Context: an optimization exercise on an open-source flow, tuned for small area, a short achievable clock period and few clock cycles. The choices shown serve that exercise and are no tape-out recipe.
RTL that was checked went through simulation tests only; none was proved equivalent to the original.
Power and IR drop assume default switching activity.

==> run a <==
Design fc_layer_top, start of the top module:
module fc_layer_top (
	input  logic          clk,
	input  logic          reset_n,
	input  logic          i_run,
	input  fc_pkg::cnt_t  i_num_cnt,
	output logic          o_idle,
	output logic          o_read,
	output logic          o_write,
	output logic          o_done,
	output fc_pkg::addr_t o_mem_addr,
	output logic          o_mem_ce,
	input  fc_pkg::word_t i_node_q,
	input  fc_pkg::word_t i_wgt0_q,
	input  fc_pkg::word_t i_wgt1_q,
	output fc_pkg::acc_t  o_result_0,
	output fc_pkg::acc_t  o_result_1,
	output fc_pkg::acc_t  o_result_2,
	output fc_pkg::acc_t  o_result_3
);
==> module fc_sequencer, before the edit <==
module fc_sequencer (
	input  logic          clk,
	input  logic          reset_n,
	input  logic          i_run,
	input  fc_pkg::cnt_t  i_num_cnt,
	output logic          o_idle,
	output logic          o_read,
	output logic          o_write,
	output logic          o_done,
	output logic          o_rd_valid,
	output logic          o_clr,
	output logic          o_mem_ce,
	output fc_pkg::addr_t o_mem_addr
);
	logic          idle;
	logic          write;
	logic          rd_act;
	logic          rd_valid;
	logic          start;
	logic          start_q;
	logic          rd_last;
	logic [2:0]    last_pipe;
	logic          done;
	fc_pkg::addr_t num;
	fc_pkg::addr_t rd_cnt;
	fc_pkg::addr_t rd_nxt;
	assign o_idle = idle;
	assign start  = i_run & idle;
	always_ff @(posedge clk) begin
		if (start) begin
			num <= fc_pkg::addr_t'(i_num_cnt);
		end
	end
	assign rd_nxt  = rd_cnt + fc_pkg::addr_t'(1);
	assign rd_last = rd_act & (rd_nxt == num);
	always_ff @(posedge clk or negedge reset_n) begin
		if (!reset_n) begin
			idle      <= 1'b1;
			write     <= 1'b0;
			rd_act    <= 1'b0;
			rd_valid  <= 1'b0;
			start_q   <= 1'b0;
			last_pipe <= '0;
			done      <= 1'b0;
			rd_cnt    <= '0;
		end else begin
			idle      <= ~start & (idle | done);
			write     <= (start | write) & ~last_pipe[2];
			rd_act    <= start | (rd_act & ~rd_last);
			rd_valid  <= rd_act;
			start_q   <= start;
			last_pipe <= {last_pipe[1:0], rd_last};
			done      <= last_pipe[2];
			if (rd_last) begin
				rd_cnt <= '0;
			end else if (rd_act) begin
				rd_cnt <= rd_nxt;
			end
		end
	end
	assign o_read     = rd_act;
	assign o_mem_ce   = rd_act;
	assign o_mem_addr = rd_cnt;
	assign o_write    = write;
	assign o_done     = done;
	assign o_rd_valid = rd_valid;
	assign o_clr      = start_q;
endmodule
==> module fc_layer_top, before the edit <==
module fc_layer_top (
	input  logic          clk,
	input  logic          reset_n,
	input  logic          i_run,
	input  fc_pkg::cnt_t  i_num_cnt,
	output logic          o_idle,
	output logic          o_read,
	output logic          o_write,
	output logic          o_done,
	output fc_pkg::addr_t o_mem_addr,
	output logic          o_mem_ce,
	input  fc_pkg::word_t i_node_q,
	input  fc_pkg::word_t i_wgt0_q,
	input  fc_pkg::word_t i_wgt1_q,
	output fc_pkg::acc_t  o_result_0,
	output fc_pkg::acc_t  o_result_1,
	output fc_pkg::acc_t  o_result_2,
	output fc_pkg::acc_t  o_result_3
);
	localparam int LW = fc_pkg::LANE_W;
	logic rd_valid;
	logic clr;
	fc_sequencer u_seq (
		.clk        (clk),
		.reset_n    (reset_n),
		.i_run      (i_run),
		.i_num_cnt  (i_num_cnt),
		.o_idle     (o_idle),
		.o_read     (o_read),
		.o_write    (o_write),
		.o_done     (o_done),
		.o_rd_valid (rd_valid),
		.o_clr      (clr),
		.o_mem_ce   (o_mem_ce),
		.o_mem_addr (o_mem_addr)
	);
	fc_pkg::digit_t one_d [2];
	fc_pkg::digit_t two_d [2];
	fc_pkg::digit_t neg_d [2];
	fc_pkg::digit_t one [2];
	fc_pkg::digit_t two [2];
	fc_pkg::digit_t neg [2];
	fc_pkg::word_t  wgt_r [fc_pkg::NUM_WEIGHT_MEMS];
	for (genvar h = 0; h < 2; h++) begin : g_enc
		fc_booth_enc u_enc (
			.i_m   (i_node_q[LW*(2-h)-1 -: LW]),
			.o_one (one_d[h]),
			.o_two (two_d[h]),
			.o_neg (neg_d[h])
		);
		always_ff @(posedge clk) begin
			one[h] <= one_d[h] & {fc_pkg::NUM_DIGITS{rd_valid}};
			two[h] <= two_d[h] & {fc_pkg::NUM_DIGITS{rd_valid}};
			neg[h] <= neg_d[h];
		end
	end
	always_ff @(posedge clk) begin
		wgt_r[0] <= i_wgt0_q;
		wgt_r[1] <= i_wgt1_q;
	end
	fc_pkg::acc_t lane_result [fc_pkg::NUM_LANES];
	for (genvar g = 0; g < fc_pkg::NUM_LANES; g++) begin : g_lane
		fc_mac_lane u_lane (
			.clk      (clk),
			.reset_n  (reset_n),
			.i_clr    (clr),
			.i_one    (one[g%2]),
			.i_two    (two[g%2]),
			.i_neg    (neg[g%2]),
			.i_wgt    (wgt_r[g/2][LW*(2-g%2)-1 -: LW]),
			.o_result (lane_result[g])
		);
	end
	assign o_result_0 = lane_result[0];
	assign o_result_1 = lane_result[1];
	assign o_result_2 = lane_result[2];
	assign o_result_3 = lane_result[3];
endmodule
Settings: LEC_CHECK=0, CAP_MARGIN=20, CORE_MARGIN=2, CORE_UTILIZATION=55, SETUP_SLACK_MARGIN=5, SLEW_MARGIN=20, SYNTH_HIERARCHICAL=1; clock period 10.0 ns.
standard.sh (not shown) runs the stock make flow with config.mk's settings and CLKGATE_MAP_FILE= SYNTH_SCRIPT=/design/flow/synth_recipe.tcl, a recipe that flattens the netlist after the stock synthesis.
==> flow/flow/run.sh <==
#!/bin/bash
# Standard layout, with timing repair aimed at a shorter period than the clock's,
# and plain buffers (rather than delay cells) on the ports. The clock, the
# constraints and every other step stay as the standard flow's own layout makes them.
set -euo pipefail
bash standard.sh SETUP_SLACK_MARGIN=6.8 "BUFFER_PORTS_ARGS=-buffer_cell sky130_fd_sc_hd__buf_2" finish > standard.log 2>&1
==> run b: changes against run a <==
--- a/flow/design.v
+++ b/flow/design.v
@@ -211,24 +211,28 @@
 	fc_fa u_ts_149 (.a(i_neg[7]), .b(pp_15), .c(pp_30), .s(ts_149), .co(tc_150));
 	fc_fa u_ts_151 (.a(pp_45), .b(pp_60), .c(pp_75), .s(ts_151), .co(tc_152));
 	fc_ha u_ts_153 (.a(pp_90), .b(pp_105), .s(ts_153), .co(tc_154));
 	fc_fa u_ts_155 (.a(pp_16), .b(pp_31), .c(pp_46), .s(ts_155), .co(tc_156));
 	fc_fa u_ts_157 (.a(pp_61), .b(pp_76), .c(pp_91), .s(ts_157), .co(tc_158));
 	fc_ha u_ts_159 (.a(pp_106), .b(pp_121), .s(ts_159), .co(tc_160));
-	fc_fa u_ts_161 (.a(1'b1), .b(pp_17), .c(pp_32), .s(ts_161), .co(tc_162));
+	assign ts_161 = ~(pp_17 ^ pp_32);
+	assign tc_162 = pp_17 | pp_32;
 	fc_fa u_ts_163 (.a(pp_47), .b(pp_62), .c(pp_77), .s(ts_163), .co(tc_164));
 	fc_fa u_ts_165 (.a(pp_92), .b(pp_107), .c(pp_122), .s(ts_165), .co(tc_166));
-	fc_fa u_ts_167 (.a(1'b1), .b(pp_33), .c(pp_48), .s(ts_167), .co(tc_168));
+	assign ts_167 = ~(pp_33 ^ pp_48);
+	assign tc_168 = pp_33 | pp_48;
 	fc_fa u_ts_169 (.a(pp_63), .b(pp_78), .c(pp_93), .s(ts_169), .co(tc_170));
 	fc_ha u_ts_171 (.a(pp_108), .b(pp_123), .s(ts_171), .co(tc_172));
 	fc_fa u_ts_173 (.a(pp_34), .b(pp_49), .c(pp_64), .s(ts_173), .co(tc_174));
 	fc_fa u_ts_175 (.a(pp_79), .b(pp_94), .c(pp_109), .s(ts_175), .co(tc_176));
-	fc_fa u_ts_177 (.a(1'b1), .b(pp_50), .c(pp_65), .s(ts_177), .co(tc_178));
+	assign ts_177 = ~(pp_50 ^ pp_65);
+	assign tc_178 = pp_50 | pp_65;
 	fc_ha u_ts_179 (.a(pp_80), .b(pp_95), .s(ts_179), .co(tc_180));
 	fc_fa u_ts_181 (.a(pp_51), .b(pp_66), .c(pp_81), .s(ts_181), .co(tc_182));
-	fc_ha u_ts_183 (.a(1'b1), .b(pp_67), .s(ts_183), .co(tc_184));
+	assign ts_183 = ~pp_67;
+	assign tc_184 = pp_67;
 	fc_ha u_ts_185 (.a(i_neg[3]), .b(pp_7), .s(ts_185), .co(tc_186));
 	fc_ha u_ts_187 (.a(pp_8), .b(pp_23), .s(ts_187), .co(tc_188));
 	fc_fa u_ts_189 (.a(i_neg[4]), .b(pp_9), .c(pp_24), .s(ts_189), .co(tc_190));
 	fc_ha u_ts_191 (.a(pp_39), .b(pp_54), .s(ts_191), .co(tc_192));
 	fc_fa u_ts_193 (.a(pp_10), .b(pp_25), .c(pp_40), .s(ts_193), .co(tc_194));
 	fc_ha u_ts_195 (.a(pp_55), .b(pp_70), .s(ts_195), .co(tc_196));
@@ -241,30 +245,32 @@
 	fc_fa u_ts_209 (.a(pp_89), .b(pp_104), .c(tc_144), .s(ts_209), .co(tc_210));
 	fc_fa u_ts_211 (.a(ts_147), .b(tc_142), .c(ts_145), .s(ts_211), .co(tc_212));
 	fc_fa u_ts_213 (.a(pp_120), .b(tc_148), .c(ts_153), .s(ts_213), .co(tc_214));
 	fc_fa u_ts_215 (.a(tc_146), .b(ts_149), .c(ts_151), .s(ts_215), .co(tc_216));
 	fc_fa u_ts_217 (.a(tc_154), .b(ts_159), .c(tc_150), .s(ts_217), .co(tc_218));
 	fc_fa u_ts_219 (.a(tc_152), .b(ts_155), .c(ts_157), .s(ts_219), .co(tc_220));
-	fc_fa u_ts_221 (.a(tc_160), .b(tc_156), .c(tc_158), .s(ts_221), .co(tc_222));
-	fc_fa u_ts_223 (.a(ts_161), .b(ts_163), .c(ts_165), .s(ts_223), .co(tc_224));
-	fc_fa u_ts_225 (.a(ts_171), .b(tc_162), .c(tc_164), .s(ts_225), .co(tc_226));
-	fc_fa u_ts_227 (.a(tc_166), .b(ts_167), .c(ts_169), .s(ts_227), .co(tc_228));
-	fc_fa u_ts_229 (.a(pp_124), .b(tc_172), .c(tc_168), .s(ts_229), .co(tc_230));
+	fc_fa u_ts_221 (.a(tc_160), .b(ts_161), .c(tc_156), .s(ts_221), .co(tc_222));
+	fc_fa u_ts_223 (.a(tc_158), .b(ts_163), .c(ts_165), .s(ts_223), .co(tc_224));
+	fc_fa u_ts_225 (.a(tc_162), .b(ts_167), .c(ts_171), .s(ts_225), .co(tc_226));
+	fc_fa u_ts_227 (.a(tc_164), .b(tc_166), .c(ts_169), .s(ts_227), .co(tc_228));
+	fc_fa u_ts_229 (.a(pp_124), .b(tc_168), .c(tc_172), .s(ts_229), .co(tc_230));
 	fc_fa u_ts_231 (.a(tc_170), .b(ts_173), .c(ts_175), .s(ts_231), .co(tc_232));
-	fc_fa u_ts_233 (.a(pp_110), .b(pp_125), .c(ts_179), .s(ts_233), .co(tc_234));
-	fc_fa u_ts_235 (.a(tc_174), .b(tc_176), .c(ts_177), .s(ts_235), .co(tc_236));
+	fc_fa u_ts_233 (.a(pp_110), .b(pp_125), .c(ts_177), .s(ts_233), .co(tc_234));
+	fc_fa u_ts_235 (.a(ts_179), .b(tc_174), .c(tc_176), .s(ts_235), .co(tc_236));
 	fc_fa u_ts_237 (.a(pp_96), .b(pp_111), .c(pp_126), .s(ts_237), .co(tc_238));
-	fc_fa u_ts_239 (.a(tc_180), .b(tc_178), .c(ts_181), .s(ts_239), .co(tc_240));
+	fc_fa u_ts_239 (.a(tc_178), .b(tc_180), .c(ts_181), .s(ts_239), .co(tc_240));
 	fc_fa u_ts_241 (.a(pp_82), .b(pp_97), .c(pp_112), .s(ts_241), .co(tc_242));
 	fc_fa u_ts_243 (.a(pp_127), .b(ts_183), .c(tc_182), .s(ts_243), .co(tc_244));
 	fc_fa u_ts_245 (.a(pp_68), .b(pp_83), .c(pp_98), .s(ts_245), .co(tc_246));
 	fc_fa u_ts_247 (.a(pp_113), .b(pp_128), .c(tc_184), .s(ts_247), .co(tc_248));
-	fc_fa u_ts_249 (.a(1'b1), .b(pp_84), .c(pp_99), .s(ts_249), .co(tc_250));
+	assign ts_249 = ~(pp_84 ^ pp_99);
+	assign tc_250 = pp_84 | pp_99;
 	fc_ha u_ts_251 (.a(pp_114), .b(pp_129), .s(ts_251), .co(tc_252));
 	fc_fa u_ts_253 (.a(pp_85), .b(pp_100), .c(pp_115), .s(ts_253), .co(tc_254));
-	fc_ha u_ts_255 (.a(1'b1), .b(pp_101), .s(ts_255), .co(tc_256));
+	assign ts_255 = ~pp_101;
+	assign tc_256 = pp_101;
 	fc_ha u_ts_257 (.a(i_neg[2]), .b(pp_5), .s(ts_257), .co(tc_258));
 	fc_ha u_ts_259 (.a(pp_6), .b(pp_21), .s(ts_259), .co(tc_260));
 	fc_fa u_ts_261 (.a(pp_22), .b(pp_37), .c(pp_52), .s(ts_261), .co(tc_262));
 	fc_fa u_ts_263 (.a(pp_38), .b(pp_53), .c(tc_186), .s(ts_263), .co(tc_264));
 	fc_fa u_ts_265 (.a(pp_69), .b(tc_188), .c(ts_191), .s(ts_265), .co(tc_266));
 	fc_fa u_ts_267 (.a(tc_192), .b(ts_195), .c(tc_190), .s(ts_267), .co(tc_268));
@@ -272,23 +278,24 @@
 	fc_fa u_ts_271 (.a(tc_198), .b(ts_201), .c(tc_200), .s(ts_271), .co(tc_272));
 	fc_fa u_ts_273 (.a(tc_202), .b(ts_205), .c(tc_204), .s(ts_273), .co(tc_274));
 	fc_fa u_ts_275 (.a(tc_206), .b(ts_209), .c(tc_208), .s(ts_275), .co(tc_276));
 	fc_fa u_ts_277 (.a(tc_210), .b(ts_213), .c(tc_212), .s(ts_277), .co(tc_278));
 	fc_fa u_ts_279 (.a(tc_214), .b(tc_216), .c(ts_217), .s(ts_279), .co(tc_280));
 	fc_fa u_ts_281 (.a(tc_218), .b(tc_220), .c(ts_221), .s(ts_281), .co(tc_282));
-	fc_fa u_ts_283 (.a(tc_222), .b(tc_224), .c(ts_225), .s(ts_283), .co(tc_284));
-	fc_fa u_ts_285 (.a(tc_226), .b(tc_228), .c(ts_229), .s(ts_285), .co(tc_286));
+	fc_fa u_ts_283 (.a(tc_222), .b(ts_225), .c(tc_224), .s(ts_283), .co(tc_284));
+	fc_fa u_ts_285 (.a(ts_229), .b(tc_226), .c(tc_228), .s(ts_285), .co(tc_286));
 	fc_fa u_ts_287 (.a(tc_230), .b(ts_233), .c(tc_232), .s(ts_287), .co(tc_288));
 	fc_fa u_ts_289 (.a(ts_237), .b(tc_234), .c(tc_236), .s(ts_289), .co(tc_290));
 	fc_fa u_ts_291 (.a(tc_238), .b(ts_241), .c(tc_240), .s(ts_291), .co(tc_292));
 	fc_fa u_ts_293 (.a(tc_242), .b(ts_245), .c(ts_247), .s(ts_293), .co(tc_294));
-	fc_fa u_ts_295 (.a(ts_251), .b(tc_246), .c(ts_249), .s(ts_295), .co(tc_296));
-	fc_fa u_ts_297 (.a(pp_130), .b(tc_252), .c(tc_250), .s(ts_297), .co(tc_298));
+	fc_fa u_ts_295 (.a(ts_249), .b(ts_251), .c(tc_246), .s(ts_295), .co(tc_296));
+	fc_fa u_ts_297 (.a(pp_130), .b(tc_250), .c(tc_252), .s(ts_297), .co(tc_298));
 	fc_fa u_ts_299 (.a(pp_116), .b(pp_131), .c(ts_255), .s(ts_299), .co(tc_300));
 	fc_fa u_ts_301 (.a(pp_102), .b(pp_117), .c(pp_132), .s(ts_301), .co(tc_302));
-	fc_ha u_ts_303 (.a(1'b1), .b(pp_118), .s(ts_303), .co(tc_304));
+	assign ts_303 = ~pp_118;
+	assign tc_304 = pp_118;
 	fc_ha u_ts_305 (.a(i_neg[1]), .b(pp_3), .s(ts_305), .co(tc_306));
 	fc_ha u_ts_307 (.a(pp_4), .b(pp_19), .s(ts_307), .co(tc_308));
 	fc_fa u_ts_309 (.a(pp_20), .b(pp_35), .c(ts_257), .s(ts_309), .co(tc_310));
 	fc_fa u_ts_311 (.a(pp_36), .b(tc_258), .c(ts_259), .s(ts_311), .co(tc_312));
 	fc_fa u_ts_313 (.a(tc_260), .b(ts_185), .c(ts_261), .s(ts_313), .co(tc_314));
 	fc_fa u_ts_315 (.a(ts_187), .b(tc_262), .c(ts_263), .s(ts_315), .co(tc_316));
@@ -305,18 +312,19 @@
 	fc_fa u_ts_337 (.a(ts_231), .b(tc_284), .c(ts_285), .s(ts_337), .co(tc_338));
 	fc_fa u_ts_339 (.a(ts_235), .b(tc_286), .c(ts_287), .s(ts_339), .co(tc_340));
 	fc_fa u_ts_341 (.a(ts_239), .b(tc_288), .c(ts_289), .s(ts_341), .co(tc_342));
 	fc_fa u_ts_343 (.a(ts_243), .b(tc_290), .c(ts_291), .s(ts_343), .co(tc_344));
 	fc_fa u_ts_345 (.a(tc_244), .b(ts_293), .c(tc_292), .s(ts_345), .co(tc_346));
 	fc_fa u_ts_347 (.a(tc_248), .b(ts_295), .c(tc_294), .s(ts_347), .co(tc_348));
-	fc_fa u_ts_349 (.a(ts_253), .b(tc_296), .c(ts_297), .s(ts_349), .co(tc_350));
+	fc_fa u_ts_349 (.a(ts_253), .b(ts_297), .c(tc_296), .s(ts_349), .co(tc_350));
 	fc_fa u_ts_351 (.a(tc_254), .b(tc_298), .c(ts_299), .s(ts_351), .co(tc_352));
 	fc_fa u_ts_353 (.a(tc_256), .b(ts_301), .c(tc_300), .s(ts_353), .co(tc_354));
 	fc_fa u_ts_355 (.a(pp_133), .b(ts_303), .c(tc_302), .s(ts_355), .co(tc_356));
 	fc_fa u_ts_357 (.a(pp_119), .b(pp_134), .c(tc_304), .s(ts_357), .co(tc_358));
-	fc_ha u_ts_359 (.a(1'b1), .b(pp_135), .s(ts_359), .co(tc_360));
+	assign ts_359 = ~pp_135;
+	assign tc_360 = pp_135;
 	logic p0_0, p1_0, p0_1, p0_2, p1_2, p0_3, p1_3, p0_4, p1_4, p0_5, p1_5, p0_6, p1_6, p0_7, p1_7, p0_8, p1_8, p0_9, p1_9, p0_10, p1_10, p0_11, p1_11, p0_12, p1_12, p0_13, p1_13, p0_14, p1_14, p0_15, p1_15, p0_16, p1_16, p0_17, p1_17, p0_18, p1_18, p0_19, p1_19, p0_20, p1_20, p0_21, p1_21, p0_22, p1_22, p0_23, p1_23, p0_24, p1_24, p0_25, p1_25, p0_26, p1_26, p0_27, p1_27, p0_28, p1_28, p0_29, p1_29, p0_30, p1_30;
 	always_ff @(posedge clk) begin
 		p0_0 <= i_neg[0];
 		p1_0 <= pp_1;
 		p0_1 <= pp_2;
 		p0_2 <= pp_18;
@@ -579,18 +587,14 @@
 	assign sum[27] = p_479 ^ G_584;
 	assign sum[28] = p_481 ^ G_544;
 	assign sum[29] = p_483 ^ G_586;
 	assign sum[30] = p_485 ^ G_558;
 	assign sum[31] = us_423 ^ G_588;
 	assign acc_nxt = sum & {W{~i_clr}};
-	always_ff @(posedge clk or negedge reset_n) begin
-		if (!reset_n) begin
-			acc <= '0;
-		end else begin
-			acc <= acc_nxt;
-		end
+	always_ff @(posedge clk) begin
+		acc <= acc_nxt;
 	end
 	assign o_result = acc;
 endmodule
 `timescale 1ns/100ps
 module fc_sequencer (
 	input  logic          clk,
@@ -655,13 +659,13 @@
 	assign o_read     = rd_act;
 	assign o_mem_ce   = rd_act;
 	assign o_mem_addr = rd_cnt;
 	assign o_write    = write;
 	assign o_done     = done;
 	assign o_rd_valid = rd_valid;
-	assign o_clr      = start_q;
+	assign o_clr      = start_q | ~reset_n;
 endmodule
 `timescale 1ns/100ps
 module fc_layer_top (
 	input  logic          clk,
 	input  logic          reset_n,
 	input  logic          i_run,
==> flow/flow/run.sh (replaced) <==
#!/bin/bash
# Standard layout, with timing repair aimed at a shorter period than the clock's,
# and plain buffers (rather than delay cells) on the ports. The clock, the
# constraints and every other step stay as the standard flow's own layout makes them.
set -euo pipefail
bash standard.sh SETUP_SLACK_MARGIN=6.7 "BUFFER_PORTS_ARGS=-buffer_cell sky130_fd_sc_hd__buf_2" finish > standard.log 2>&1
Settings changed: CORE_UTILIZATION 55 to 72, CTS_CLUSTER_DIAMETER set to 70, CTS_CLUSTER_SIZE set to 24.
==> run c: changes against run a <==
--- a/flow/design.v
+++ b/flow/design.v
@@ -603,46 +603,43 @@
 	output logic          o_done,
 	output logic          o_rd_valid,
 	output logic          o_clr,
 	output logic          o_mem_ce,
 	output fc_pkg::addr_t o_mem_addr
 );
-	logic          idle;
-	logic          write;
+	logic          busy;
 	logic          rd_act;
 	logic          rd_valid;
 	logic          start;
 	logic          start_q;
 	logic          rd_last;
 	logic [2:0]    last_pipe;
 	logic          done;
 	fc_pkg::addr_t num;
 	fc_pkg::addr_t rd_cnt;
 	fc_pkg::addr_t rd_nxt;
-	assign o_idle = idle;
-	assign start  = i_run & idle;
+	assign o_idle = ~busy;
+	assign start  = i_run & ~busy;
 	always_ff @(posedge clk) begin
 		if (start) begin
 			num <= fc_pkg::addr_t'(i_num_cnt);
 		end
 	end
 	assign rd_nxt  = rd_cnt + fc_pkg::addr_t'(1);
 	assign rd_last = rd_act & (rd_nxt == num);
 	always_ff @(posedge clk or negedge reset_n) begin
 		if (!reset_n) begin
-			idle      <= 1'b1;
-			write     <= 1'b0;
+			busy      <= 1'b0;
 			rd_act    <= 1'b0;
 			rd_valid  <= 1'b0;
 			start_q   <= 1'b0;
 			last_pipe <= '0;
 			done      <= 1'b0;
 			rd_cnt    <= '0;
 		end else begin
-			idle      <= ~start & (idle | done);
-			write     <= (start | write) & ~last_pipe[2];
+			busy      <= start | (busy & ~done);
 			rd_act    <= start | (rd_act & ~rd_last);
 			rd_valid  <= rd_act;
 			start_q   <= start;
 			last_pipe <= {last_pipe[1:0], rd_last};
 			done      <= last_pipe[2];
 			if (rd_last) begin
@@ -652,13 +649,13 @@
 			end
 		end
 	end
 	assign o_read     = rd_act;
 	assign o_mem_ce   = rd_act;
 	assign o_mem_addr = rd_cnt;
-	assign o_write    = write;
+	assign o_write    = busy & ~done;
 	assign o_done     = done;
 	assign o_rd_valid = rd_valid;
 	assign o_clr      = start_q;
 endmodule
 `timescale 1ns/100ps
 module fc_layer_top (
@@ -694,35 +691,29 @@
 		.o_done     (o_done),
 		.o_rd_valid (rd_valid),
 		.o_clr      (clr),
 		.o_mem_ce   (o_mem_ce),
 		.o_mem_addr (o_mem_addr)
 	);
-	fc_pkg::digit_t one_d [2];
-	fc_pkg::digit_t two_d [2];
-	fc_pkg::digit_t neg_d [2];
+	fc_pkg::word_t node_r;
+	fc_pkg::word_t wgt_r [fc_pkg::NUM_WEIGHT_MEMS];
+	always_ff @(posedge clk) begin
+		node_r   <= i_node_q & {fc_pkg::DATA_W{rd_valid}};
+		wgt_r[0] <= i_wgt0_q;
+		wgt_r[1] <= i_wgt1_q;
+	end
 	fc_pkg::digit_t one [2];
 	fc_pkg::digit_t two [2];
 	fc_pkg::digit_t neg [2];
-	fc_pkg::word_t  wgt_r [fc_pkg::NUM_WEIGHT_MEMS];
 	for (genvar h = 0; h < 2; h++) begin : g_enc
 		fc_booth_enc u_enc (
-			.i_m   (i_node_q[LW*(2-h)-1 -: LW]),
-			.o_one (one_d[h]),
-			.o_two (two_d[h]),
-			.o_neg (neg_d[h])
+			.i_m   (node_r[LW*(2-h)-1 -: LW]),
+			.o_one (one[h]),
+			.o_two (two[h]),
+			.o_neg (neg[h])
 		);
-		always_ff @(posedge clk) begin
-			one[h] <= one_d[h] & {fc_pkg::NUM_DIGITS{rd_valid}};
-			two[h] <= two_d[h] & {fc_pkg::NUM_DIGITS{rd_valid}};
-			neg[h] <= neg_d[h];
-		end
-	end
-	always_ff @(posedge clk) begin
-		wgt_r[0] <= i_wgt0_q;
-		wgt_r[1] <= i_wgt1_q;
 	end
 	fc_pkg::acc_t lane_result [fc_pkg::NUM_LANES];
 	for (genvar g = 0; g < fc_pkg::NUM_LANES; g++) begin : g_lane
 		fc_mac_lane u_lane (
 			.clk      (clk),
 			.reset_n  (reset_n),
==> flow/flow/run.sh (replaced) <==
#!/bin/bash
# Standard layout, with timing repair aimed at a shorter period than the clock's:
# the clock, constraints and every other step stay as the standard flow's own layout makes them.
set -euo pipefail
bash standard.sh SETUP_SLACK_MARGIN=6.8 finish > standard.log 2>&1
==> summary of the runs <==
Run a finished with timing, DRC and antenna clean. Run b went through all stages and came out clean. Run c ran to the end with no violations. Between run b and run c, the lower wire length is in run b (gap 26%, measured against run c). Global-route usage: run b > run c > run a. The lowest first-iteration DRC count belongs to run a, the highest to run c. Count of clock-buffer cells in the layout, lowest first: run b, run c, run a. Area after synthesis, lowest first: run b, run c, run a.
==> figures <==
	run a	run c	run b
Run status	no timing/DRC/antenna violations	no timing/DRC/antenna violations	no timing/DRC/antenna violations
Min setup slack post-route	6.75 ns	6.48 ns	6.70 ns
Core area	70000 sq um	69800 sq um	52400 sq um
Worst IR Drop VDD	395 uV	370 uV	375 uV
Slew of the pin with the lowest slew margin	1.02 ns	1.05 ns	1.17 ns
Clock group total power	2.22 mW	2.12 mW	1.42 mW
Share of synthesized cell area in full adder, half adder and majority cells	0.337	0.340	0.336
Sequential fraction of design power	0.194	0.181	0.242
Power Sequential	3.80 mW	3.59 mW	3.55 mW
Number of antenna violations at the first check in global routing	7	0	3
Post-layout instance count excluding filler cells	4610	4866	4182
Hold endpoint	u_seq.last_pipe[1]$_DFF_PN0_	u_seq.last_pipe[2]$_DFF_PN0_	u_seq.last_pipe[2]$_DFF_PN0_
Testbench counts of run b, summed over its fixed seeds: cycles 17,461.
The RTL of run a and run c was laid out without a check of its function.

re-timing with driven ports:
No port has a modelled driver above. Below, the same layouts with a new extraction and two added sets of constraints. Step 1 sets driving cells, clkbuf_16 on the clock port and buf_2 on the other inputs (assumed; they add their load-dependent delay and slew). Step 2 moves the port delays by t, midway between the first and last clock arrival at a register: inputs arrive t later, outputs are due t later. That takes back most of the time a late clock gives input paths. a / b / c = no drivers / after step 1 / after step 2; a / b = the first two.
run | t, ns | setup WS [ns] | hold WS [ns] | worst setup path at the end | pins driven straight from the clock port
run a | 0.682 | 6.754 / 6.688 / 6.465 | 0.351 / 0.351 / 0.351 | input, reset recovery | 1
run b | 0.676 | 6.702 / 6.668 / 6.227 | 0.357 / 0.357 / 0.357 | input to register | 1
run c | 0.684 | 6.481 / 6.481 / 6.481 | 0.355 / 0.355 / 0.355 | register to register | 1
After both steps every run listed still meets setup and hold. The setup slack of run b, which loses most, moves by -0.034 ns with the drivers and by -0.475 ns with both steps. Setup slack includes reset recovery checks.
